This is an optimization exercise on Yosys and OpenROAD, whose aim is small area, not a production implementation.
Function was not checked in any run shown here: the RTL went through the layout flow alone.
No activity file was given, so power comes from the tool's default toggle rates.

File: design.v
package mips_isa_pkg;
    localparam int IMM_W       = 16;                 
    localparam int INDEX_W     = 26;                 
    localparam int PC_REGION_W = 32 - INDEX_W - 2;  
    typedef logic [32-1:0]       word_t;
    typedef logic [5-1:0] reg_addr_t;
    typedef logic [5:0]             opcode_t;
    typedef logic [5:0]             funct_t;
    typedef logic [4:0]             shamt_t;
    typedef logic [IMM_W-1:0]       imm16_t;
    typedef logic [INDEX_W-1:0]     index_t;
    typedef struct packed {
        opcode_t   opcode;
        reg_addr_t rs;
        reg_addr_t rt;
        reg_addr_t rd;
        shamt_t    shamt;
        funct_t    funct;
    } r_fmt_t;
    typedef struct packed {
        opcode_t   opcode;
        reg_addr_t rs;
        reg_addr_t rt;
        imm16_t    imm;
    } i_fmt_t;
    typedef struct packed {
        opcode_t opcode;
        index_t  index;
    } j_fmt_t;
    localparam opcode_t OPC_RTYPE = 6'b000000;
    localparam opcode_t OPC_J     = 6'b000010;
    localparam opcode_t OPC_JAL   = 6'b000011;
    localparam opcode_t OPC_BEQ   = 6'b000100;
    localparam opcode_t OPC_BNE   = 6'b000101;
    localparam opcode_t OPC_ADDI  = 6'b001000;
    localparam opcode_t OPC_ADDIU = 6'b001001;
    localparam opcode_t OPC_SLTI  = 6'b001010;
    localparam opcode_t OPC_SLTIU = 6'b001011;
    localparam opcode_t OPC_ANDI  = 6'b001100;
    localparam opcode_t OPC_ORI   = 6'b001101;
    localparam opcode_t OPC_XORI  = 6'b001110;
    localparam opcode_t OPC_LUI   = 6'b001111;
    localparam opcode_t OPC_LW    = 6'b100011;
    localparam opcode_t OPC_SW    = 6'b101011;
    localparam logic [3:0] FUNCT_SHIFT_GRP = 4'b0000;  
    localparam logic [2:0] FUNCT_JUMP_GRP  = 3'b001;   
endpackage
package decode_pkg;
    typedef logic [2:0] command_t;
    typedef logic [5:0] control_t;
    typedef logic [2:0] imm_kind_t;
    typedef logic [1:0] target_kind_t;
    typedef logic [1:0] dest_kind_t;
    localparam command_t CMD_NONE        = 3'd0;
    localparam command_t CMD_ALU         = 3'd1;
    localparam command_t CMD_JUMP_BRANCH = 3'd2;
    localparam command_t CMD_LOAD        = 3'd3;
    localparam command_t CMD_STORE       = 3'd7;
    localparam control_t CTRL_NONE = 6'b000000;
    localparam control_t CTRL_ADD  = 6'b100000;
    localparam control_t CTRL_AND  = 6'b100100;
    localparam control_t CTRL_OR   = 6'b100101;
    localparam control_t CTRL_XOR  = 6'b100110;
    localparam control_t CTRL_SLT  = 6'b101010;
    localparam control_t CTRL_LUI  = 6'b111111;
    localparam control_t CTRL_BEQ  = 6'd1;
    localparam control_t CTRL_BNE  = 6'd2;
    localparam control_t CTRL_J    = 6'd3;
    localparam control_t CTRL_JAL  = 6'd4;
    localparam imm_kind_t IMM_NONE    = 3'd0;
    localparam imm_kind_t IMM_SHAMT   = 3'd1;  
    localparam imm_kind_t IMM_SEXT16  = 3'd2;
    localparam imm_kind_t IMM_ZEXT16  = 3'd3;
    localparam imm_kind_t IMM_UPPER16 = 3'd4;  
    localparam imm_kind_t IMM_LINK    = 3'd5;  
    localparam target_kind_t TGT_NONE   = 2'd0;
    localparam target_kind_t TGT_NEXT   = 2'd1;
    localparam target_kind_t TGT_BRANCH = 2'd2;
    localparam target_kind_t TGT_JUMP   = 2'd3;
    localparam dest_kind_t DEST_NONE = 2'd0;
    localparam dest_kind_t DEST_RD   = 2'd1;
    localparam dest_kind_t DEST_RT   = 2'd2;
endpackage
import mips_isa_pkg::*;
module decode_stage_reg (
    input  logic                           clock,
    input  logic                           reset,
    input  logic                           clear,
    input  logic                           stall,
    input  logic [4*32-1:0] instructions,
    input  logic [4*32-1:0] pcs,
    output logic [4*32-1:0] slot_words,
    output logic [4*32-1:0] slot_pcs
);
    localparam int W = 4 * 32;
    logic hold, load;
    assign hold = !reset && stall;
    assign load = !reset && !stall && !clear;
    logic [W-1:0] words_next, pcs_next;
    for (genvar i = 0; i < W; i++) begin : g_next
        ao22 word_i (.a1(hold), .a2(slot_words[i]), .b1(load), .b2(instructions[i]), .x(words_next[i]));
        ao22 pc_i   (.a1(hold), .a2(slot_pcs[i]),   .b1(load), .b2(pcs[i]),          .x(pcs_next[i]));
    end
    always_ff @(posedge clock) begin
        slot_words <= words_next;
        slot_pcs   <= pcs_next;
    end
endmodule
module ao22 (
    input  logic a1,
    input  logic a2,
    input  logic b1,
    input  logic b2,
    output logic x
);
    assign x = (a1 & a2) | (b1 & b2);
endmodule
module ao221 (
    input  logic a1,
    input  logic a2,
    input  logic b1,
    input  logic b2,
    input  logic c1,
    output logic x
);
    assign x = (a1 & a2) | (b1 & b2) | c1;
endmodule
module ao222 (
    input  logic a1,
    input  logic a2,
    input  logic b1,
    input  logic b2,
    input  logic c1,
    input  logic c2,
    output logic x
);
    assign x = (a1 & a2) | (b1 & b2) | (c1 & c2);
endmodule
module and2 (
    input  logic a,
    input  logic b,
    output logic x
);
    assign x = a & b;
endmodule
module or2 (
    input  logic a,
    input  logic b,
    output logic x
);
    assign x = a | b;
endmodule
module xor2 (
    input  logic a,
    input  logic b,
    output logic x
);
    assign x = a ^ b;
endmodule
module xnor2 (
    input  logic a,
    input  logic b,
    output logic x
);
    assign x = !(a ^ b);
endmodule
module nand2 (
    input  logic a,
    input  logic b,
    output logic y
);
    assign y = !(a & b);
endmodule
module nand2b (
    input  logic a_n,
    input  logic b,
    output logic y
);
    assign y = a_n | !b;
endmodule
module nor2 (
    input  logic a,
    input  logic b,
    output logic y
);
    assign y = !(a | b);
endmodule
module ao21 (
    input  logic a1,
    input  logic a2,
    input  logic b1,
    output logic x
);
    assign x = (a1 & a2) | b1;
endmodule
module ha (
    input  logic a,
    input  logic b,
    output logic s,
    output logic co
);
    assign s  = a ^ b;
    assign co = a & b;
endmodule
module fa (
    input  logic a,
    input  logic b,
    input  logic c,
    output logic s,
    output logic co
);
    assign s  = a ^ b ^ c;
    assign co = (a & b) | (a & c) | (b & c);
endmodule
import mips_isa_pkg::*;
import decode_pkg::*;
module slot_decoder (
    input  mips_isa_pkg::word_t  word,
    output decode_pkg::command_t command,
    output decode_pkg::control_t control_signal,
    output logic                 sel_imm,
    output logic                 is_branch,    
    output logic                 rs_used,      
    output logic                 rt_used,      
    output logic                 rd_from_rd,   
    output logic                 rd_from_rt,   
    output logic                 imm_shamt,    
    output logic                 imm_low,      
    output logic                 imm_upper,    
    output logic                 imm_sign,     
    output logic                 imm_link,     
    output logic                 tgt_sum,      
    output logic                 tgt_jump      
);
    logic [5:0] op;
    logic [5:0] f;
    assign op = word[31:26];
    assign f  = word[5:0];
    logic n54, op_lo, n3lo, is_rtype, is_ialu, o32, is_jump, is_jal, n42, is_mem, is_sw;
    logic nlui, is_lui, n31, rtype_or_branch, ialu_or_mem;
    nor2  n54_i   (.a(op[5]), .b(op[4]), .y(n54));                        
    or3   oplo_i  (.a(op[2]), .b(op[1]), .c(op[0]), .x(op_lo));           
    nor2  n3lo_i  (.a(op[3]), .b(op_lo), .y(n3lo));                       
    and2  rtype_i (.a(n54), .b(n3lo), .x(is_rtype));                      
    and2  ialu_i  (.a(n54), .b(op[3]), .x(is_ialu));                      
    or2   o32_i   (.a(op[3]), .b(op[2]), .x(o32));
    and3b jump_i  (.a_n(o32), .b(n54), .c(op[1]), .x(is_jump));           
    and2  jal_i   (.a(is_jump), .b(op[0]), .x(is_jal));                   
    nor2  n42_i   (.a(op[4]), .b(op[2]), .y(n42));
    and4  mem_i   (.a(op[5]), .b(n42), .c(op[1]), .d(op[0]), .x(is_mem));  
    and2  sw_i    (.a(is_mem), .b(op[3]), .x(is_sw));                     
    nand3 nlui_i  (.a(op[2]), .b(op[1]), .c(op[0]), .y(nlui));
    and4  lui_i   (.a(is_ialu), .b(op[2]), .c(op[1]), .d(op[0]), .x(is_lui));
    nor2  n31_i   (.a(op[3]), .b(op[1]), .y(n31));
    and3  br_i    (.a(n54), .b(op[2]), .c(n31), .x(is_branch));           
    or2   rb_i    (.a(is_rtype), .b(is_branch), .x(rtype_or_branch));
    or2   im_i    (.a(is_ialu), .b(is_mem), .x(ialu_or_mem));
    logic nf54, nf32, rjump, nrd;
    nor2  nf54_i  (.a(f[5]), .b(f[4]), .y(nf54));
    nor2  nf32_i  (.a(f[3]), .b(f[2]), .y(nf32));
    and3  rjump_i (.a(is_rtype), .b(nf54), .c(f[3]), .x(rjump));          
    nor2  nrd_i   (.a(is_rtype), .b(ialu_or_mem), .y(nrd));
    nor2  cmd0_i  (.a(nrd), .b(rjump), .y(command[0]));
    or4   cmd1_i  (.a(rjump), .b(is_branch), .c(is_jump), .d(is_mem), .x(command[1]));
    assign command[2] = is_sw;
    logic ctl3_i_term, nbj, beq_or_j, ctl0_i_term, nop0_13, j_only, bne_or_j;
    ao21  ctl5_i  (.a1(is_rtype), .a2(f[5]), .b1(is_ialu), .x(control_signal[5]));
    ao21  ctl4_i  (.a1(is_rtype), .a2(f[4]), .b1(is_lui), .x(control_signal[4]));
    and3b ctl3t_i (.a_n(op[2]), .b(is_ialu), .c(op[1]), .x(ctl3_i_term));  
    ao211 ctl3_i  (.a1(is_rtype), .a2(f[3]), .b1(ctl3_i_term), .c1(is_lui), .x(control_signal[3]));
    ao221 ctl2_i  (.a1(is_rtype), .a2(f[2]), .b1(is_ialu), .b2(op[2]), .c1(is_jal), .x(control_signal[2]));
    nor2  nop0_i  (.a(op[0]), .b(o32), .y(nop0_13));                      
    and3  jonly_i (.a(n54), .b(op[1]), .c(nop0_13), .x(j_only));          
    ao21  bnej_i  (.a1(is_branch), .a2(op[0]), .b1(j_only), .x(bne_or_j));
    ao221 ctl1_i  (.a1(is_rtype), .a2(f[1]), .b1(is_ialu), .b2(op[1]), .c1(bne_or_j), .x(control_signal[1]));
    nor2  nbj_i   (.a(is_branch), .b(is_jump), .y(nbj));
    nor2  beqj_i  (.a(op[0]), .b(nbj), .y(beq_or_j));                     
    and3  ctl0t_i (.a(is_ialu), .b(op[2]), .c(op[0]), .x(ctl0_i_term));   
    ao211 ctl0_i  (.a1(is_rtype), .a2(f[0]), .b1(ctl0_i_term), .c1(beq_or_j), .x(control_signal[0]));
    ao311 sel_i   (.a1(is_rtype), .a2(nf54), .a3(nf32), .b1(ialu_or_mem), .c1(is_jal), .x(sel_imm));
    logic n20;
    or2   rs_i    (.a(rtype_or_branch), .b(ialu_or_mem), .x(rs_used));
    assign rt_used    = rtype_or_branch;
    assign rd_from_rd = is_rtype;
    assign rd_from_rt = ialu_or_mem;
    assign imm_shamt  = is_rtype;
    ao21  low_i   (.a1(is_ialu), .a2(nlui), .b1(is_mem), .x(imm_low));
    assign imm_upper  = is_lui;
    nor2  n20_i   (.a(op[2]), .b(op[0]), .y(n20));                        
    ao32  sign_i  (.a1(is_ialu), .a2(n20), .a3(word[15]), .b1(is_mem), .b2(word[15]), .x(imm_sign));
    assign imm_link   = is_jal;
    assign tgt_sum    = rtype_or_branch;
    assign tgt_jump   = is_jump;
endmodule
module and3b (
    input  logic a_n,
    input  logic b,
    input  logic c,
    output logic x
);
    assign x = !a_n & b & c;
endmodule
module and3 (
    input  logic a,
    input  logic b,
    input  logic c,
    output logic x
);
    assign x = a & b & c;
endmodule
module and4 (
    input  logic a,
    input  logic b,
    input  logic c,
    input  logic d,
    output logic x
);
    assign x = a & b & c & d;
endmodule
module or3 (
    input  logic a,
    input  logic b,
    input  logic c,
    output logic x
);
    assign x = a | b | c;
endmodule
module or4 (
    input  logic a,
    input  logic b,
    input  logic c,
    input  logic d,
    output logic x
);
    assign x = a | b | c | d;
endmodule
module nand3 (
    input  logic a,
    input  logic b,
    input  logic c,
    output logic y
);
    assign y = !(a & b & c);
endmodule
module ao211 (
    input  logic a1,
    input  logic a2,
    input  logic b1,
    input  logic c1,
    output logic x
);
    assign x = (a1 & a2) | b1 | c1;
endmodule
module ao32 (
    input  logic a1,
    input  logic a2,
    input  logic a3,
    input  logic b1,
    input  logic b2,
    output logic x
);
    assign x = (a1 & a2 & a3) | (b1 & b2);
endmodule
module ao311 (
    input  logic a1,
    input  logic a2,
    input  logic a3,
    input  logic b1,
    input  logic c1,
    output logic x
);
    assign x = (a1 & a2 & a3) | b1 | c1;
endmodule
import mips_isa_pkg::*;
import decode_pkg::*;
module operand_former (
    input  mips_isa_pkg::word_t      word,
    input  mips_isa_pkg::word_t      pc,
    input  logic                     is_branch,
    input  logic                     rs_used,
    input  logic                     rt_used,
    input  logic                     rd_from_rd,
    input  logic                     rd_from_rt,
    input  logic                     imm_shamt,
    input  logic                     imm_low,
    input  logic                     imm_upper,
    input  logic                     imm_sign,
    input  logic                     imm_link,
    input  logic                     tgt_sum,
    input  logic                     tgt_jump,
    output mips_isa_pkg::reg_addr_t  rd,
    output mips_isa_pkg::reg_addr_t  rs,
    output mips_isa_pkg::reg_addr_t  rt,
    output mips_isa_pkg::word_t      imm,
    output mips_isa_pkg::word_t      target_pc
);
    mips_isa_pkg::word_t next_pc;
    pc_adder adder_i (
        .a         (pc[31:2]),
        .w         (word[15:0]),
        .is_branch (is_branch),
        .sum       (next_pc[31:2])
    );
    assign next_pc[1:0] = pc[1:0];
    for (genvar k = 0; k < 5; k++) begin : g_reg
        and2 rs_i (.a(rs_used), .b(word[21+k]), .x(rs[k]));
        and2 rt_i (.a(rt_used), .b(word[16+k]), .x(rt[k]));
        ao22 rd_i (.a1(rd_from_rd), .a2(word[11+k]), .b1(rd_from_rt), .b2(word[16+k]), .x(rd[k]));
    end
    for (genvar k = 0; k < 5; k++) begin : g_imm_shamt
        ao222 imm_i (.a1(imm_shamt), .a2(word[6+k]), .b1(imm_low), .b2(word[k]),
                     .c1(imm_link), .c2(next_pc[k]), .x(imm[k]));
    end
    for (genvar k = 5; k < 16; k++) begin : g_imm_low
        ao22 imm_i (.a1(imm_low), .a2(word[k]), .b1(imm_link), .b2(next_pc[k]), .x(imm[k]));
    end
    for (genvar k = 16; k < 32; k++) begin : g_imm_high
        ao221 imm_i (.a1(imm_upper), .a2(word[k-16]), .b1(imm_link), .b2(next_pc[k]),
                     .c1(imm_sign), .x(imm[k]));
    end
    for (genvar k = 0; k < 2; k++) begin : g_tgt_align
        and2 tgt_i (.a(tgt_sum), .b(pc[k]), .x(target_pc[k]));
    end
    for (genvar k = 2; k < 28; k++) begin : g_tgt_index
        ao22 tgt_i (.a1(tgt_sum), .a2(next_pc[k]), .b1(tgt_jump), .b2(word[k-2]), .x(target_pc[k]));
    end
    for (genvar k = 28; k < 32; k++) begin : g_tgt_region
        ao22 tgt_i (.a1(tgt_sum), .a2(next_pc[k]), .b1(tgt_jump), .b2(pc[k]), .x(target_pc[k]));
    end
endmodule
module pc_adder (
    input  logic [29:0] a,
    input  logic [15:0] w,
    input  logic        is_branch,
    output logic [29:0] sum
);
    logic [15:0] b;   
    logic [16:0] c;   
    logic [15:0] t;   
    logic [16:0] k;   
    logic [16:0] ones;  
    logic [15:0] n;   
    for (genvar i = 0; i < 16; i++) begin : g_gate
        and2 b_i (.a(is_branch), .b(w[i]), .x(b[i]));
    end
    xnor2 s0_i (.a(a[0]), .b(b[0]), .x(sum[0]));
    ao21  c1_i (.a1(is_branch), .a2(w[0]), .b1(a[0]), .x(c[1]));
    for (genvar i = 1; i < 4; i++) begin : g_ripple
        fa fa_i (.a(a[i]), .b(b[i]), .c(c[i]), .s(sum[i]), .co(c[i+1]));
    end
    for (genvar blk = 0; blk < 3; blk++) begin : g_blk
        localparam int S = 4 + 4 * blk;
        ha ha_i (.a(a[S]), .b(b[S]), .s(t[S]), .co(k[S+1]));
        xor2 s_i (.a(t[S]), .b(c[S]), .x(sum[S]));
        assign ones[S+1] = t[S];
        for (genvar i = S + 1; i < S + 4; i++) begin : g_bit
            fa    fa_i   (.a(a[i]), .b(b[i]), .c(k[i]), .s(t[i]), .co(k[i+1]));
            and2  ones_i (.a(ones[i]), .b(t[i]), .x(ones[i+1]));
            nand2 n_i    (.a(c[S]), .b(ones[i]), .y(n[i]));
            xnor2 s_i    (.a(t[i]), .b(n[i]), .x(sum[i]));
        end
        ao21 c_i (.a1(ones[S+4]), .a2(c[S]), .b1(k[S+4]), .x(c[S+4]));
    end
    logic         x16, nx16;
    logic [28:16] e;      
    logic [29:17] run;    
    logic [29:17] fl;     
    xor2  x16_i  (.a(c[16]), .b(b[15]), .x(x16));
    xnor2 nx16_i (.a(c[16]), .b(b[15]), .x(nx16));
    xor2  s16_i  (.a(a[16]), .b(x16), .x(sum[16]));
    for (genvar i = 16; i < 29; i++) begin : g_e
        if (i % 2 == 1 || i == 16) begin : g_true
            xor2  e_i (.a(a[i]), .b(b[15]), .x(e[i]));
        end else begin : g_inv
            xnor2 e_i (.a(a[i]), .b(b[15]), .x(e[i]));
        end
    end
    assign run[17] = e[16];
    for (genvar i = 18; i < 30; i++) begin : g_run
        if (i % 2 == 0) begin : g_nand
            nand2 run_i (.a(run[i-1]), .b(e[i-1]), .y(run[i]));
        end else begin : g_nor
            nor2  run_i (.a(run[i-1]), .b(e[i-1]), .y(run[i]));
        end
    end
    for (genvar i = 17; i < 30; i++) begin : g_high
        if (i % 2 == 1) begin : g_odd
            nand2 fl_i  (.a(x16), .b(run[i]), .y(fl[i]));
            xnor2 sum_i (.a(a[i]), .b(fl[i]), .x(sum[i]));
        end else begin : g_even
            nor2  fl_i  (.a(nx16), .b(run[i]), .y(fl[i]));
            xor2  sum_i (.a(a[i]), .b(fl[i]), .x(sum[i]));
        end
    end
endmodule
import mips_isa_pkg::*;
import decode_pkg::*;
module decode_stage (
    input  logic                                 clock,
    input  logic                                 reset,
    input  logic                                 clear,
    input  logic                                 stall,
    input  logic [4*32-1:0]       instructions,
    input  logic [4*32-1:0]       pcs,
    output logic [4*5-1:0] rd,
    output logic [4*5-1:0] rs,
    output logic [4*5-1:0] rt,
    output logic [4*3-1:0]           command,
    output logic [4*6-1:0]           control_signal,
    output logic [4-1:0]             sel_imm,
    output logic [4*32-1:0]       imm,
    output logic [4*32-1:0]       target_pc,
    output logic [4*32-1:0]       out_pcs
);
    logic [4*32-1:0] slot_words;
    logic [4*32-1:0] slot_pcs;
    decode_stage_reg stage_reg_i (
        .clock        (clock),
        .reset        (reset),
        .clear        (clear),
        .stall        (stall),
        .instructions (instructions),
        .pcs          (pcs),
        .slot_words   (slot_words),
        .slot_pcs     (slot_pcs)
    );
    for (genvar i = 0; i < 4; i++) begin : g_slot
        logic is_branch, rs_used, rt_used, rd_from_rd, rd_from_rt;
        logic imm_shamt, imm_low, imm_upper, imm_sign, imm_link, tgt_sum, tgt_jump;
        slot_decoder decoder_i (
            .word           (slot_words[i*32 +: 32]),
            .is_branch      (is_branch),
            .command        (command[i*3 +: 3]),
            .control_signal (control_signal[i*6 +: 6]),
            .sel_imm        (sel_imm[i]),
            .rs_used        (rs_used),
            .rt_used        (rt_used),
            .rd_from_rd     (rd_from_rd),
            .rd_from_rt     (rd_from_rt),
            .imm_shamt      (imm_shamt),
            .imm_low        (imm_low),
            .imm_upper      (imm_upper),
            .imm_sign       (imm_sign),
            .imm_link       (imm_link),
            .tgt_sum        (tgt_sum),
            .tgt_jump       (tgt_jump)
        );
        operand_former former_i (
            .word       (slot_words[i*32 +: 32]),
            .pc         (slot_pcs[i*32 +: 32]),
            .is_branch  (is_branch),
            .rs_used    (rs_used),
            .rt_used    (rt_used),
            .rd_from_rd (rd_from_rd),
            .rd_from_rt (rd_from_rt),
            .imm_shamt  (imm_shamt),
            .imm_low    (imm_low),
            .imm_upper  (imm_upper),
            .imm_sign   (imm_sign),
            .imm_link   (imm_link),
            .tgt_sum    (tgt_sum),
            .tgt_jump   (tgt_jump),
            .rd         (rd[i*5 +: 5]),
            .rs         (rs[i*5 +: 5]),
            .rt         (rt[i*5 +: 5]),
            .imm        (imm[i*32 +: 32]),
            .target_pc  (target_pc[i*32 +: 32])
        );
        assign out_pcs[i*32 +: 32] = slot_pcs[i*32 +: 32];
    end
endmodule
File: flow/run.sh
#!/bin/bash
# Standard layout, with the smallest buffer on every port and a clock tree of few, large clusters.
set -euo pipefail
bash standard.sh 'BUFFER_PORTS_ARGS=-buffer_cell sky130_fd_sc_hd__buf_1' \
  'CTS_ARGS=-sink_clustering_enable -repair_clock_nets -dont_use_dummy_load -buf_list sky130_fd_sc_hd__clkbuf_8 -sink_clustering_size 16 -sink_clustering_max_diameter 80' \
  finish > make_finish.log 2>&1
File: standard.sh
#!/bin/bash
# synth_recipe.tcl (not shown) runs the flow's synth.tcl, then flattens the netlist and writes it again
# the make line also repeats each setting of config.mk as NAME=value (left out here)
make -C /OpenROAD-flow-scripts/flow DESIGN_CONFIG=/design/flow/config.mk WORK_HOME=/design/flow/orfs CLKGATE_MAP_FILE= SYNTH_SCRIPT=/design/flow/synth_recipe.tcl "${@:-finish}"
File: config.mk
export PLATFORM = sky130hd
export DESIGN_NAME = decode_stage
export DESIGN_NICKNAME = decode_stage
export VERILOG_FILES = /design/flow/design.v
export SDC_FILE = /design/flow/constraint.sdc
export NUM_CORES = 4
export LEC_CHECK = 0
export CAP_MARGIN = 20
export CORE_MARGIN = 2
export CORE_UTILIZATION = 30
export PLACE_DENSITY = 0.5
export SLEW_MARGIN = 20
export SYNTH_HIERARCHICAL = 1
File: constraint.sdc
create_clock -name core_clock -period 7.0 [get_ports {clock}]
set_input_delay 1.4000 -clock core_clock [delete_from_list [all_inputs] [get_ports {clock}]]
set_output_delay 1.4000 -clock core_clock [all_outputs]
set_load 0.01 [all_outputs]
==> results.txt, run 1 <==
Max transition margin=35.7%; finished layout cell area=19400 um^2; Reg2Reg Depth=1; I/O Pins=744; Chip Width=229 um; cells resized by post-CTS repair=0; setup violators final=0; die height=229 um; worst vdd ir=104 uV; commonest cells in the netlist=440 x a22o_1, 256 x dfxtp_1, 164 x and2_1; hold_ws=0.505 ns; Worst R2R End=stage_reg_i.slot_words[99]$_DFF_P_; number of vias per cell=5.64; Worst Hold Class=register to register; Num CTS Buffers=28; RSZ-0062 raised after global routing=no; Overflow after GRT=0; Final Power=3130 uW; synthesis-stage register bit count=256; CP max stage cell=dfxtp_1; YS warnings=7; post-synth top area share=33.7%; Cell variety after synth=26; post-synthesis mux area share=0%; min-delay src=stage_reg_i.slot_words[31]$_DFF_P_; pin count of the biggest net entering global routing=146; clock-pin slew on the worst setup and hold paths=0.10 ns; std cell rows=82; H-tree levels=1; Non-Filler Instances=2976; top_reg_cell synth=dfxtp_1; status=timing/DRC/antenna clean; top-count cell post-synth=a22o_1; layout net count=2611; hpwl dp=54900 um; FF-to-FF Start=stage_reg_i.slot_words[99]$_DFF_P_; Area contributors post-synth=dfxtp_1 34%, a22o_1 25%, and2_1 6.8%; worst-path cell chain=nor2_1, and3_1, and2_1, ha_1, fa_1, fa_1, fa_1, and2_1, a21o_1, a21o_1, a21o_1, xnor2_1, nor2_1, xor2_1, a22o_1, buf_1; CTS hold repair buffers=0; placed cell areas=18900 um^2; antenna violations before repair=17; ANT nets after route=0; MaxCap Viol Count=0; syn nets=1826; async set-or-reset flop fraction in the synthesized netlist=0%; TritonRoute pass-1 iters=5; Layout area overhead=28.0%; Worst Hold Depth=1; Port Buffer Count=743; CP max FO=10; syn_area_per_cell=10.1 um^2; actual slew at the worst max-slew pin=0.965 ns; Vias=16.8k; dominant cell type by area after synthesis=dfxtp_1; post-synthesis simple-gate area fraction=14.2%; CTS tree=done; clk latency of the worst-skew pair=0.61 ns; detailed-route DRC error count=0; Max stage delay on crit path=0.48 ns; kind of critical path=register to primary output; post-synthesis sequential area ratio=33.7%; Crit path required time=5.60 ns; Crit. End Element=primary output; Total Wirelength=73400 um; setup bufs post-CTS=0; Max Fclk=149 MHz; Tmin final=6.69 ns; average wire per standard cell=24.7 um; startpoint types=register; P per Cell Area=161 nW/um^2; Synth Area in Adders=7.32%; Root Driver=clkbuf_8; DRT iter0 DRCs=1456; Fill cells=5356; largest family of logic cells by synthesized area=compound AO/OA/AOI/OAI gates; fin crit share=95.6%; gr usage total=26.1%; number of global-route vias before repair=15.9k; layout cells sized above 1=2.80%; Arr. time, crit path=5.29 ns; synthesized area=15200 um^2; Final Max Tran Viols=0; Fin. Hold Viols=0; Setup TNS Final=0 ns; number of synthesized flops with an enable pin=0; Synth Area in Compound Gates=34.0%; Die Area=52400 um^2; Core ar.=50100 um^2; Post-Synth XOR/XNOR Area=9.69%; TritonCTS Sinks=256; global-route wire length before repair=106000 um; post-route clock skew=0 ns; Synth Instances=1506; Leak=0.00807 uW; Initial Util=30.3%; Worst Hold End=stage_reg_i.slot_words[31]$_DFF_P_; gpl congestion=0.960; placed instance count=2933; CTS Buffer Depth=3; reg-to-reg setup timing slack=6.10 ns
[Yosys stat by module (local to each module, per instance), a selection]
module,cell area (um^2),times used,cells inside
slot_decoder,22.5,4,3
ao222,13.8,20,2
ha,12.5,12,1
xor2,8.76,72,1
and3b,8.76,8,1
xnor2,8.76,96,1
ao22,8.76,440,1
or4,7.51,4,1
or2,6.26,16,1
and3,6.26,16,1
nor2,3.75,96,1
[report_power, final]
group / switching [uW] / leakage, uW / internal (uW)
clock network: 554 / 0.000201 / 353
registers: 106 / 0.00209 / 1510
logic: 378 / 0.00578 / 224
[metal layers]
layer	global-route usage [%]	routed length, um	up-vias
met5	0	71	-
met4	9.80	2750	10
met3	5.55	5510	158
met2	43.7	35500	867
met1	32.8	29600	8317
li1	-	-	7447
[critical path: cells and delay by family, from the launching register on]
kind | cells | cell delay (ns)
buffers and inverters | 1 | 0.19
xor gates and xnor gates | 2 | 0.79
AOI/OAI and AO/OA | 4 | 0.92
adders and majority gates | 4 | 1.44
and+or+nand+nor | 5 | 0.80
DFF | 1 | 0.48
[how the worst max path moves through the flow]
stage	startpoint	end	depth (start not counted)
after global placement	stage_reg_i.slot_words[27]$_DFF_P_	imm[27]	16
after CTS	stage_reg_i.slot_words[59]$_DFF_P_	target_pc[59]	16
after detailed placement	stage_reg_i.slot_words[27]$_DFF_P_	imm[27]	16
final	stage_reg_i.slot_words[91]$_DFF_P_	target_pc[84]	16
after global routing	stage_reg_i.slot_words[123]$_DFF_P_	target_pc[119]	18
after floorplan	stall	stage_reg_i.slot_pcs[0]$_DFF_P_	2
[cell usage in the layout, fill, tap and decap left out]
cell,Yosys,final
xor2_4,0,1
and3b_1,8,8
and3_1,16,16
a32o_1,4,4
inv_1,20,20
nor2b_4,0,1
diode_2,0,15
nand2_1,88,88
nand3_1,4,4
a221o_1,72,72
and2_1,164,163
xor2_1,72,69
a311o_1,4,4
xor2_2,0,2
and2_2,0,1
a211o_1,8,8
and4_1,8,8
buf_4,12,22
a22o_1,440,440
nor2_1,96,96
buf_12,0,2
ha_1,12,12
nor3_4,0,1
a222oi_1,20,20
or2_1,16,16
or3_1,4,4
buf_1,0,743
dfxtp_1,256,256
xnor2_2,0,6
fa_1,48,48
a21o_1,32,32
xnor2_1,96,90
clkbuf_8,0,28
or4_1,4,4
[cells by family after synthesis]
kind of cell,count (synthesis)
buffers and inverters,32
AO/OA/AOI/OAI,580
adder cells (fa/ha/maj),60
XOR/XNOR,168
AND/OR/NAND/NOR,410
flip-flops,256
[state kept, by name, summed over array words and instances (netlist names)]
signal	flops
stage_reg_i.slot_pcs	128
stage_reg_i.slot_words	128
[cell type report]
cell class,count,area [um^2],share of cell area [%]
antenna,15,37.5,0.193
clock buffer,28,385,1.98
inverter,20,75.1,0.386
multi-input combinational,1218,9990,51.4
sequential,256,5120,26.4
tap,672,841,4.32
timing repair buffer,767,2990,15.4
[per-stage QoR]
step	worst slack [ns]	util (%)
after floorplan	0.152	-
after global placement	0.819	37.8
after detailed placement	0.770	37.8
after CTS	0.0599	38.6
after global routing	0.00284	38.8
final	0.311	38.8
==> inputs of run 2 (changes only) <==
--- a/config.mk
+++ b/config.mk
@@ -5,9 +5,9 @@
 export SDC_FILE = /design/flow/constraint.sdc
 export NUM_CORES = 4
 export LEC_CHECK = 0
-export CAP_MARGIN = 20
+export CAP_MARGIN = 0
 export CORE_MARGIN = 2
 export CORE_UTILIZATION = 30
 export PLACE_DENSITY = 0.5
-export SLEW_MARGIN = 20
+export SLEW_MARGIN = 0
 export SYNTH_HIERARCHICAL = 1
==> results.txt, run 2 <==
actual slew at the worst max-slew pin=0.965 ns; detailed-route DRC error count=0; Die Area=52400 um^2; synthesized area=15200 um^2; CP max FO=10; most common cell after layout, fill and taps aside=buf_1; CP delay by family, top=adder cells; Crit. End Element=primary output; syn_area_per_cell=10.1 um^2; Synth Instances=1506; Root Driver=clkbuf_8; top-count cell post-synth=a22o_1; Fin. Hold Viols=0; number of vias per cell=5.64; Setup TNS Final=0 ns; Max stage delay on crit path=0.48 ns; P per Cell Area=161 nW/um^2; hold_ws=0.505 ns; gpl congestion=0.960; I/O Pins=744; Setup WS post-layout=0.311 ns; Worst Setup SP=stage_reg_i.slot_words[91]$_DFF_P_; Initial Util=30.3%; Max transition margin=35.7%; DRT iter0 DRCs=1456; Vias=16.8k; TritonRoute pass-1 iters=5; min-delay src=stage_reg_i.slot_words[31]$_DFF_P_; YS warnings=7; TritonCTS Sinks=256; Arr. time, crit path=5.29 ns; CTS tree=done; Area contributors post-synth=dfxtp_1 34%, a22o_1 25%, and2_1 6.8%; commonest cells after routing, fill and taps aside=743 x buf_1, 440 x a22o_1, 256 x dfxtp_1; MaxCap Viol Count=0; std cell rows=82; post-synthesis sequential area ratio=33.7%; gr usage total=26.1%; Num CTS Buffers=28; FF-to-FF Start=stage_reg_i.slot_words[99]$_DFF_P_; global-route wire length before repair=106000 um; die height=229 um; number of global-route vias before repair=15.9k; Overflow after GRT=0; number of synthesized flops with an enable pin=0; ANT nets after route=0; clock-pin slew on the worst setup and hold paths=0.10 ns; Tmin final=6.69 ns; status=timing/DRC/antenna clean; Port Buffer Count=743; worst vdd ir=104 uV; biggest registers after layout=stage_reg_i.slot_pcs (128), stage_reg_i.slot_words (128); pin count of the biggest net entering global routing=146; kind of critical path=register to primary output; dpl ws=0.770 ns; Cell variety after synth=26; layout cells sized above 1=2.80%; clk latency of the worst-skew pair=0.61 ns; RSZ-0062 raised after global routing=no; startpoint types=register; hpwl dp=54900 um; commonest cells in the netlist=440 x a22o_1, 256 x dfxtp_1, 164 x and2_1; worst-path cell chain=nor2_1, and3_1, and2_1, ha_1, fa_1, fa_1, fa_1, and2_1, a21o_1, a21o_1, a21o_1, xnor2_1, nor2_1, xor2_1, a22o_1, buf_1; Total Wirelength=73400 um; setup bufs post-CTS=0; Worst Hold Class=register to register; syn nets=1826; async set-or-reset flop fraction in the synthesized netlist=0%; Layout area overhead=28.0%; Chip Width=229 um; CP max stage cell=dfxtp_1; synthesis-stage register bit count=256; post-route clock skew=0 ns; Max Fclk=149 MHz; dominant cell type by area after synthesis=dfxtp_1; layout net count=2611; Crit path required time=5.60 ns; Buffers & Inverters on Critical Path=1; average wire per standard cell=24.7 um; Core ar.=50100 um^2; top_reg_cell synth=dfxtp_1; Final Max Tran Viols=0; H-tree levels=1; fin crit share=95.6%; antenna violations before repair=17; setup violators final=0; post-synth top area share=33.7%; Final Power=3130 uW; CTS Buffer Depth=3; Leak=0.00807 uW
==> run 2: what timing repair did <==
action / in CTS / in global routing
setup endpoints to repair: 0 / 67
gates resized for setup: 0 / 11
hold buffers: 0 / 0
==> run 2: final timing paths <==
path / end / depth (start not counted) / slack, ns
setup / recovery: target_pc[84] / 16 / 0.31
hold / removal: stage_reg_i.slot_words[31]$_DFF_P_ / 1 / 0.51
setup reg to reg: stage_reg_i.slot_words[99]$_DFF_P_ / 1 / 6.10
hold reg to reg: stage_reg_i.slot_words[31]$_DFF_P_ / 1 / 0.51
==> run 2: Yosys stat by module, one instance, submodules excluded, excerpt <==
module,times used,cell area (um^2),cells
decode_stage_reg,1,5140,258
or4,4,7.51,1
xor2,72,8.76,1
and4,8,8.76,1
and3,16,6.26,1
and3b,8,8.76,1
xnor2,96,8.76,1
ao22,440,8.76,1
ao21,32,7.51,1
ao311,4,10.0,1
and2,164,6.26,1
==> run 2: kinds of logic (layout without fill, tap and decap cells) <==
| family | Yosys count | in the layout | share of synthesized area, % |
|---|---|---|---|
| AND/OR/NAND/NOR | 410 | 410 | 14.2 |
| flip-flops | 256 | 256 | 33.7 |
| adder cells (fa/ha/maj) | 60 | 60 | 7.32 |
| buffers and inverters | 32 | 815 | 1.09 |
| other | 0 | 15 | 0 |
| XOR/XNOR | 168 | 168 | 9.69 |
| AO/OA/AOI/OAI | 580 | 580 | 34.0 |
==> run 2: cell type report <==
| class | count | area, um^2 |
|---|---|---|
| inverters | 20 | 75.1 |
| multi-input cells | 1218 | 9990 |
| fillers | 5356 | 30600 |
| well taps | 672 | 841 |
| clock buffers | 28 | 385 |
| flip-flops and latches | 256 | 5120 |
| repair buffers | 767 | 2990 |
| diodes | 15 | 37.5 |
==> run 2: metal layers <==
metal,GRT usage [%],up-vias,wire [um]
li1,-,7447,-
met1,32.8,8317,29600
met2,43.7,867,35500
met3,5.55,158,5510
met4,9.80,10,2750
met5,0,-,71
==> run 2: through the flow <==
step | std cells | util (%) | instance area [um^2]
finish | 2976 | 38.8 | 19400
global route | 2972 | 38.8 | 19400
CTS | 2961 | 38.6 | 19300
detailed placement | 2933 | 37.8 | 18900
global placement | 2933 | 37.8 | 18900
floorplan | 1506 | - | 15200
==> run 2: power breakdown <==
group	leakage, uW	internal (uW)	switching (uW)
Sequential	0.00209	1510	106
Clock	0.000201	353	554
Combinational	0.00578	224	378
==> inputs of run 3 (changes only) <==
--- a/design.v
+++ b/design.v
@@ -461,36 +461,22 @@
         end
         ao21 c_i (.a1(ones[S+4]), .a2(c[S]), .b1(k[S+4]), .x(c[S+4]));
     end
-    logic         x16, nx16;
-    logic [28:16] e;      
-    logic [29:17] run;    
-    logic [29:17] fl;     
-    xor2  x16_i  (.a(c[16]), .b(b[15]), .x(x16));
-    xnor2 nx16_i (.a(c[16]), .b(b[15]), .x(nx16));
-    xor2  s16_i  (.a(a[16]), .b(x16), .x(sum[16]));
+    logic         x16;
+    logic [28:16] e;
+    logic [29:17] run;   
+    logic [29:17] nflip;
+    xor2 x16_i (.a(c[16]), .b(b[15]), .x(x16));
+    xor2 s16_i (.a(a[16]), .b(x16), .x(sum[16]));
     for (genvar i = 16; i < 29; i++) begin : g_e
-        if (i % 2 == 1 || i == 16) begin : g_true
-            xor2  e_i (.a(a[i]), .b(b[15]), .x(e[i]));
-        end else begin : g_inv
-            xnor2 e_i (.a(a[i]), .b(b[15]), .x(e[i]));
-        end
+        xor2 e_i (.a(a[i]), .b(b[15]), .x(e[i]));
     end
     assign run[17] = e[16];
     for (genvar i = 18; i < 30; i++) begin : g_run
-        if (i % 2 == 0) begin : g_nand
-            nand2 run_i (.a(run[i-1]), .b(e[i-1]), .y(run[i]));
-        end else begin : g_nor
-            nor2  run_i (.a(run[i-1]), .b(e[i-1]), .y(run[i]));
-        end
+        and2 run_i (.a(run[i-1]), .b(e[i-1]), .x(run[i]));
     end
     for (genvar i = 17; i < 30; i++) begin : g_high
-        if (i % 2 == 1) begin : g_odd
-            nand2 fl_i  (.a(x16), .b(run[i]), .y(fl[i]));
-            xnor2 sum_i (.a(a[i]), .b(fl[i]), .x(sum[i]));
-        end else begin : g_even
-            nor2  fl_i  (.a(nx16), .b(run[i]), .y(fl[i]));
-            xor2  sum_i (.a(a[i]), .b(fl[i]), .x(sum[i]));
-        end
+        nand2 nflip_i (.a(x16), .b(run[i]), .y(nflip[i]));
+        xnor2 sum_i   (.a(a[i]), .b(nflip[i]), .x(sum[i]));
     end
 endmodule
 import mips_isa_pkg::*;
--- a/config.mk
+++ b/config.mk
@@ -5,9 +5,9 @@
 export SDC_FILE = /design/flow/constraint.sdc
 export NUM_CORES = 4
 export LEC_CHECK = 0
-export CAP_MARGIN = 0
+export CAP_MARGIN = 20
 export CORE_MARGIN = 2
 export CORE_UTILIZATION = 30
 export PLACE_DENSITY = 0.5
-export SLEW_MARGIN = 0
+export SLEW_MARGIN = 20
 export SYNTH_HIERARCHICAL = 1
==> results.txt, run 3 <==
multi-input logic area=10000 um^2; startpoint types=register; finished layout cell area=19500 um^2; detailed-route DRC error count=0; YS warnings=7; Chip Width=230 um; antenna violations before repair=9; pin count of the biggest net entering global routing=86; post-synth top area share=33.6%; setup bufs post-CTS=0; global-route wire length before repair=107000 um; top-count cell post-synth=a22o_1; P per Cell Area=159 nW/um^2; number of global-route vias before repair=15.9k; Max Fclk=150 MHz; average wire per standard cell=25.0 um; setup violators final=0; die height=230 um; Synth Instances=1502; async set-or-reset flop fraction in the synthesized netlist=0%; hpwl dp=56900 um; Initial Util=30.4%; placed cell areas=19100 um^2; flip-flop and latch area=5130 um^2; Cell variety after synth=26; synthesis-stage register bit count=256; Core ar.=50200 um^2; dominant cell type by area after synthesis=dfxtp_1; Arr. time, crit path=5.25 ns; Crit path required time=5.60 ns; clk latency of the worst-skew pair=0.62 ns; biggest registers after layout=stage_reg_i.slot_pcs (128), stage_reg_i.slot_words (128); commonest cells after routing, fill and taps aside=743 x buf_1, 440 x a22o_1, 255 x dfxtp_1; CP max FO=21; worst vdd ir=144 uV; Fill cells=5326; number of vias per cell=5.61; most common cell after layout, fill and taps aside=buf_1; gr usage total=26.3%; post-route clock skew=0 ns; std cell rows=82; DRT iter0 DRCs=1325; top_reg_cell synth=dfxtp_1; RSZ-0062 raised after global routing=no; Final Power=3100 uW; Die Area=52700 um^2; Final Max Tran Viols=0; Vias=16.7k; kind of critical path=register to primary output; Root Driver=clkbuf_8; TritonRoute pass-1 iters=8; Tmin final=6.65 ns; MaxCap Viol Count=0; gpl congestion=0.967; actual slew at the worst max-slew pin=1.04 ns; Leak=0.00823 uW; CTS tree=done; placed instance count=2937; TritonCTS Sinks=256; syn nets=1822; clock-pin slew on the worst setup and hold paths=0.08 ns; number of synthesized flops with an enable pin=0; CTS hold repair buffers=0; Setup TNS Final=0 ns; CTS Buffer Depth=3; Crit. End Element=primary output; Num CTS Buffers=26; Layout area overhead=27.5%; H-tree levels=1; ANT nets after route=0; Worst Hold Class=register to register; syn_area_per_cell=10.2 um^2; commonest cells in the netlist=440 x a22o_1, 256 x dfxtp_1, 212 x and2_1; Area contributors post-synth=dfxtp_1 34%, a22o_1 25%, and2_1 8.7%; I/O Pins=744; Non-Filler Instances=2972; fin crit share=95.0%; layout net count=2613; Fin. Hold Viols=0; synthesized area=15300 um^2; Total Wirelength=74400 um; layout cells sized above 1=2.79%; Max transition margin=30.4%; Port Buffer Count=743; post-synthesis sequential area ratio=33.6%; Overflow after GRT=0; status=timing/DRC/antenna clean; Util after Layout=38.8%
[run 3: per-layer routing]
metal / part of all wire [%] / GRT usage, %
met1: 41 / 33.8
met2: 49 / 45.0
met3: 7.4 / 5.20
met4: 2.5 / 6.82
met5: 0.011 / 0
[run 3: worst paths after layout]
check,from,to,slack [ns],cells after the start
setup / recovery,stage_reg_i.slot_words[123]$_DFF_P_,imm[117],0.35,18
hold / removal,stage_reg_i.slot_words[95]$_DFF_P_,stage_reg_i.slot_words[95]$_DFF_P_,0.51,1
setup reg to reg,stage_reg_i.slot_words[14]$_DFF_P_,stage_reg_i.slot_words[14]$_DFF_P_,6.12,1
hold reg to reg,stage_reg_i.slot_words[95]$_DFF_P_,stage_reg_i.slot_words[95]$_DFF_P_,0.51,1
[run 3: modules after synthesis, one instance, submodules excluded, excerpt]
module	copies in the design	cell area [um^2]	flip-flops and latches	cells inside
fa	48	20.0	0	1
xor2	72	8.76	0	1
and4	8	8.76	0	1
and2	212	6.26	0	1
and3b	8	8.76	0	1
or3	4	6.26	0	1
ao311	4	10.0	0	1
ha	12	12.5	0	1
ao211	8	8.76	0	1
and3	16	6.26	0	1
nand3	4	5.00	0	1
nor2	48	3.75	0	1
ao221	72	10.0	0	1
or4	4	7.51	0	1
decode_stage_reg	1	5140	256	258
ao32	4	10.0	0	1
[run 3: report_power, final]
part | switching (uW) | internal [uW] | total (uW)
Sequential | 104 | 1510 | 1620
Combinational | 375 | 224 | 600
Clock | 551 | 329 | 880
Total | 1030 | 2070 | 3100
[run 3: final cells by class]
cell class                      instances  share of cell area (%)
Antenna cell                            9                   0.116
Multi-Input combinational cell       1214                    51.5
Sequential cell                       256                    26.3
Inverter                               20                   0.386
Timing Repair Buffer                  775                    15.6
Clock buffer                           26                    1.84
Tap cell                              672                    4.32
[run 3: kinds of logic (layout without fill, tap and decap cells)]
family	count (synthesis)	count (layout)	synth area share, %
adder cells (fa/ha/maj)	60	60	7.27
XOR/XNOR	164	164	9.40
buffers and inverters	32	821	1.08
AO/OA/AOI/OAI	580	580	33.8
flip-flops	256	256	33.6
other	0	9	0
AND/OR/NAND/NOR	410	410	14.9
[run 3: critical path, cell delays in order, from the launching register on]
cell	delay, ns
dfxtp_1	0.49
nor2_1	0.08
and3_1	0.18
buf_4	0.19
and2_1	0.18
ha_1	0.18
fa_1	0.38
fa_1	0.39
fa_1	0.48
and2_1	0.16
a21o_1	0.23
a21o_1	0.24
a21o_1	0.18
xor2_1	0.14
buf_4	0.23
nand2_1	0.09
xnor2_1	0.39
a221o_1	0.24
buf_1	0.18
[run 3: through the flow]
stage          hold slack, ns  setup WS (ns)
6_report                0.505          0.348
5_1_grt                 0.532         0.0189
4_1_cts                 0.510          0.167
3_5_place_dp            0.492          0.552
3_3_place_gp            0.484          0.644
2_1_floorplan           0.465          0.152
[run 3: repair_timing]
action | CTS | global route
setup endpoints to repair | 17 | 14
gates resized for setup | 1 | 3
cloned | 0 | 0

## separate check: timing with driven ports
The flow's constraints put no driver on any port. The routed layouts listed below were extracted and timed again, unchanged, in two steps.
Step 1 (the two cells are an assumption about what drives the block):
set clk [get_ports {clock}]
set_driving_cell -lib_cell sky130_fd_sc_hd__clkbuf_16 $clk
set_driving_cell -lib_cell sky130_fd_sc_hd__buf_2 [delete_from_list [all_inputs] $clk]
Step 2 times the ports against the registers' clock, not the clock port: input delays grow and output delays shrink by t, the midpoint of the rising clock arrivals with the driver on.
Slacks: ideal ports / drivers / drivers and shift; pairs: ideal ports / drivers.
run	shift t [ns]	setup slack, ns	latest minus earliest clock arrival (ns)	cell pins on the clock port's net
run 1	0.664	0.311 / 0.262 / 0.926	0.072 / 0.071	1
run 2	0.664	0.311 / 0.262 / 0.926	0.072 / 0.071	1
run 3	0.658	0.348 / 0.295 / 0.954	0.071 / 0.071	1
After both steps setup and hold are still met in every run listed.
